From an optimization exercise on the open Yosys and OpenROAD flow, aimed at small area, a short achievable clock period and few clock cycles per item; shortcuts taken in it are not production practice. RTL that was checked went through simulation tests only; none was proved equivalent to the original.

==> flow/design.v (excerpt) <==
module samplerz_top (
  input  logic          clk,
  input  logic          rst_i,
  input  logic          din_val_i,
  input  logic [31:0]   mu_i,         
  input  logic [15:0]   inv_sigma_sqr_div_2_i,
  input  logic          rand_val_i,
  input  logic [161:0]  rand_i,       
  output logic          ready_o,
  output logic          request_rand_o,
  output logic          dout_val_o,
  output logic [15:0]   w_o
);
clock: 14.0 ns
lec_check: 0
abc_area: 1
cap_margin: 40
core_margin: 2
core_utilization: 40
setup_slack_margin: 5
slew_margin: 60
standard.sh (not shown) runs the stock make flow with config.mk's settings and CLKGATE_MAP_FILE= SYNTH_SCRIPT=/design/flow/synth_recipe.tcl, a recipe that flattens the netlist after the stock synthesis.
==> flow/flow/run.sh <==
#!/bin/bash
set -euo pipefail
bash standard.sh SETUP_SLACK_MARGIN=9 finish > flow_make.log 2>&1
The first run finished with timing, DRC and antenna clean.
Testbench counts at the start, summed over its fixed seeds: cycles 83,315, samples 12,000.
Then changed:
==> flow/flow/run.sh (replaced) <==
#!/bin/bash
set -euo pipefail
bash standard.sh SETUP_SLACK_MARGIN=8 finish > flow_make.log 2>&1
The changed run finished clean; area after synthesis stays the same; cell area goes down by 12%; global-route usage goes down by 2.3 points; count of clock-buffer cells in the layout goes down by 1; via count goes down by 6.6%; die area does not change; register-to-register slack got worse by 0.06 ns.
Then changed:
ABC_AREA = not set   (was 1)
CAP_MARGIN = 20   (was 40)
SLEW_MARGIN = 20   (was 60)
Result: Count of clock-buffer cells in the layout fell by 9. Cell count fell by 14%. Global-route usage came out higher by 0.25 points. Final area rises by 0.39%. Setup slack is worse by 0.54 ns. Area after synthesis came out lower by 1.9%. Wire length drops by 1.2%. Die area goes down by 1.8%. Critical path depth goes up by 3. Sequential cell count is unchanged.
Then changed:
ABC_AREA = 1   (was not set)
Effect: The new run went through all stages and came out clean; wire length came out higher by 2.7%; core utilization goes down by 0.68 points; design area went up by 0.41%; final cell count goes up by 17%; clock-buffer cell count goes up by 7; synthesized area goes up by 1.9%; clock skew came out higher by 0.014 ns; fmax grows by about 9%; worst setup slack gains 0.50 ns.

========
samplerz_top, a different RTL version from the one above (not shown whole).
Size: roughly 4400 cells after synthesis, about 210 flip-flops, roughly 230 I/O pins, ~36000 um2 of cells after synthesis.
Design samplerz_top, start of the top module:
module samplerz_top (
  input  logic          clk,
  input  logic          rst_i,
  input  logic          din_val_i,
  input  logic [31:0]   mu_i,         
  input  logic [15:0]   inv_sigma_sqr_div_2_i,
  input  logic          rand_val_i,
  input  logic [161:0]  rand_i,       
  output logic          ready_o,
  output logic          request_rand_o,
  output logic          dout_val_o,
  output logic [15:0]   w_o
);
clock: 14.0 ns
lec_check: 0
cap_margin: 20
core_margin: 2
core_utilization: 65
place_density: 0.75
slew_margin: 20
run.sh (not shown) runs the stock make flow with config.mk's settings and CLKGATE_MAP_FILE= SYNTH_SCRIPT=/design/flow/synth_recipe.tcl, a recipe that flattens the netlist after the stock synthesis.
Stock flow here: none of the scripts above is used.
The starting point completed without violations.
Change:
Settings changed: CAP_MARGIN 20 to 40, CORE_UTILIZATION 65 to 40, PLACE_DENSITY 0.75 to unset, SETUP_SLACK_MARGIN set to 5, SLEW_MARGIN 20 to 60.
After rerunning: Sequential share of layout area went down by 0.30 points. Worst setup slack improved by 0.41 ns. Count of clock-buffer cells in the layout went up by 3. Hold slack improves by 0.0050 ns. Design area goes up by a few percent. Via count shrinks slightly. Non-clock buffer count rose by 33. Area after synthesis does not change.
Change:
Settings changed: CAP_MARGIN 40 to 20, SETUP_SLACK_MARGIN 5 to unset, SLEW_MARGIN 60 to 20.
Result: The changed run passed the timing, design-rule and antenna checks. Via count is lower slightly. Maximum frequency is lower by a few percent. Area after synthesis is unchanged. Non-clock buffer count is lower by 29. Clock-buffer cell count is lower by 3. Worst hold slack stays flat. Cell area is lower slightly. Wire length hardly moves. Worst setup slack loses 0.43 ns.
Function was not checked in any run of this note: the RTL went through the layout flow alone.

========
RTL: one of the versions met above, not the one the previous note started from.
Size in the first run: roughly 36000 um^2 of cells after synthesis.
## samplerz_top
module samplerz_top (
  input  logic          clk,
  input  logic          rst_i,
  input  logic          din_val_i,
  input  logic [31:0]   mu_i,         
  input  logic [15:0]   inv_sigma_sqr_div_2_i,
  input  logic          rand_val_i,
  input  logic [161:0]  rand_i,       
  output logic          ready_o,
  output logic          request_rand_o,
  output logic          dout_val_o,
  output logic [15:0]   w_o
);
export LEC_CHECK = 0
export CAP_MARGIN = 40
export CORE_MARGIN = 2
export CORE_UTILIZATION = 40
export SETUP_SLACK_MARGIN = 5
export SLEW_MARGIN = 60
create_clock -name core_clock -period 14.0 [get_ports {clk}]
standard.sh (not shown) runs the stock make flow with config.mk's settings and CLKGATE_MAP_FILE= SYNTH_SCRIPT=/design/flow/synth_recipe.tcl, a recipe that flattens the netlist after the stock synthesis.
==> flow/flow/run.sh <==
#!/bin/bash
set -euo pipefail
bash standard.sh SETUP_SLACK_MARGIN=8 finish > flow_make.log 2>&1
The first run completed with no timing, DRC or antenna violations.
Testbench counts at the start, summed over its fixed seeds: cycles 83,315, samples 12,000.
==> next run, changes <==
ABC_AREA = 1   (was unset)
CORE_UTILIZATION = 55   (was 40)
Fmax went up by 8.3%.
Worst setup slack gains 0.49 ns.
Design area went down by 3.1%.
Routed wire length fell by 2.1%.
Non-clock buffer count is lower by 115.
Cell count is higher by 11%.
==> next run, changes <==
==> flow/run.sh (new file) <==
#!/bin/bash
# synth_recipe.tcl (not shown) runs the flow's synth.tcl, then flattens the netlist and writes it again
# the make line also repeats each setting of config.mk as NAME=value (left out here)
make -C /OpenROAD-flow-scripts/flow DESIGN_CONFIG=/design/flow/config.mk WORK_HOME=/design/flow/orfs CLKGATE_MAP_FILE= SYNTH_SCRIPT=/design/flow/synth_recipe.tcl finish
ABC_AREA = unset   (was 1)
CORE_UTILIZATION = 40   (was 55)
removed: flow/flow/run.sh
removed: flow/standard.sh
Result: Cell count falls by 12%; worst setup slack loses 1.4 ns; register-to-register slack is worse by 1.4 ns; fmax went down by 19%; die area rose by 34%; sequential share of layout area increases by 0.65 points; hold slack barely changes; non-clock buffer count shrinks by 60.
==> next run, changes <==
==> flow/flow/run.sh (new file) <==
#!/bin/bash
set -euo pipefail
bash standard.sh SETUP_SLACK_MARGIN=7 finish > flow_make.log 2>&1
==> flow/standard.sh (new file) <==
#!/bin/bash
# synth_recipe.tcl (not shown) runs the flow's synth.tcl, then flattens the netlist and writes it again
# the make line also repeats each setting of config.mk as NAME=value (left out here)
make -C /OpenROAD-flow-scripts/flow DESIGN_CONFIG=/design/flow/config.mk WORK_HOME=/design/flow/orfs CLKGATE_MAP_FILE= SYNTH_SCRIPT=/design/flow/synth_recipe.tcl "${@:-finish}"
removed: flow/run.sh
The new run finished clean.
First-iteration DRC count is about the same.
Hold slack barely changes.
Count of clock-buffer cells in the layout does not change.
Die area does not change.
Sequential share of layout area hardly moves.
Area after synthesis does not change.
Critical path depth is lower by 10.
==> next run, changes <==
ABC_AREA = 1   (was unset)
Result: Die area came out higher by 1.9%; via count came out higher by 7.9%.

## separate check: timing with driven ports
How much do the figures lean on ideal ports? The routed layouts below were timed once more, with nothing changed but the port constraints.
Step 1: set_driving_cell puts a clkbuf_16 on clk and a buf_2 on each other input, an assumption about the parent block.
Step 2 also shifts input and output timing later by t, the mid clock arrival at the registers, as if the neighbouring blocks saw the same clock.
Slacks: ideal ports / drivers / drivers and shift; pairs: ideal ports / drivers.
| run | t (ns) | setup WS [ns] | latest minus earliest clock arrival (ns) |
|---|---|---|---|
| the first run of note 1 | 0.617 | 8.216 / 8.216 / 8.216 | 0.016 / 0.017 |
| the second run of note 1 | 0.613 | 8.127 / 8.163 / 7.550 | 0.019 / 0.019 |
| the third run of note 1 | 0.621 | 7.591 / 7.591 / 7.255 | 0.011 / 0.010 |
| the fourth run of note 1 | 0.621 | 8.095 / 8.136 / 7.515 | 0.026 / 0.025 |
| the first run of note 2 | 0.621 | 6.333 / 6.333 / 6.333 | 0.018 / 0.018 |
| the second run of note 2 | 0.627 | 6.741 / 6.741 / 6.584 | 0.013 / 0.014 |
| the third run of note 2 | 0.639 | 6.307 / 6.307 / 6.307 | 0.017 / 0.017 |
| the first run of note 3 | 0.627 | 7.548 / 7.548 / 7.293 | 0.025 / 0.025 |
| the second run of note 3 | 0.608 | 8.041 / 8.041 / 7.549 | 0.030 / 0.030 |
| the third run of note 3 | 0.660 | 6.610 / 6.610 / 6.329 | 0.024 / 0.024 |
| the fourth run of note 3 | 0.661 | 7.162 / 7.206 / 6.545 | 0.024 / 0.024 |
| the fifth run of note 3 | 0.611 | 7.455 / 7.455 / 7.183 | 0.018 / 0.018 |
After both steps setup and hold are still met in every run listed. For the fourth run of note 3, which loses most, drivers alone change the setup slack by +0.044 ns; drivers and shift together by -0.617 ns.
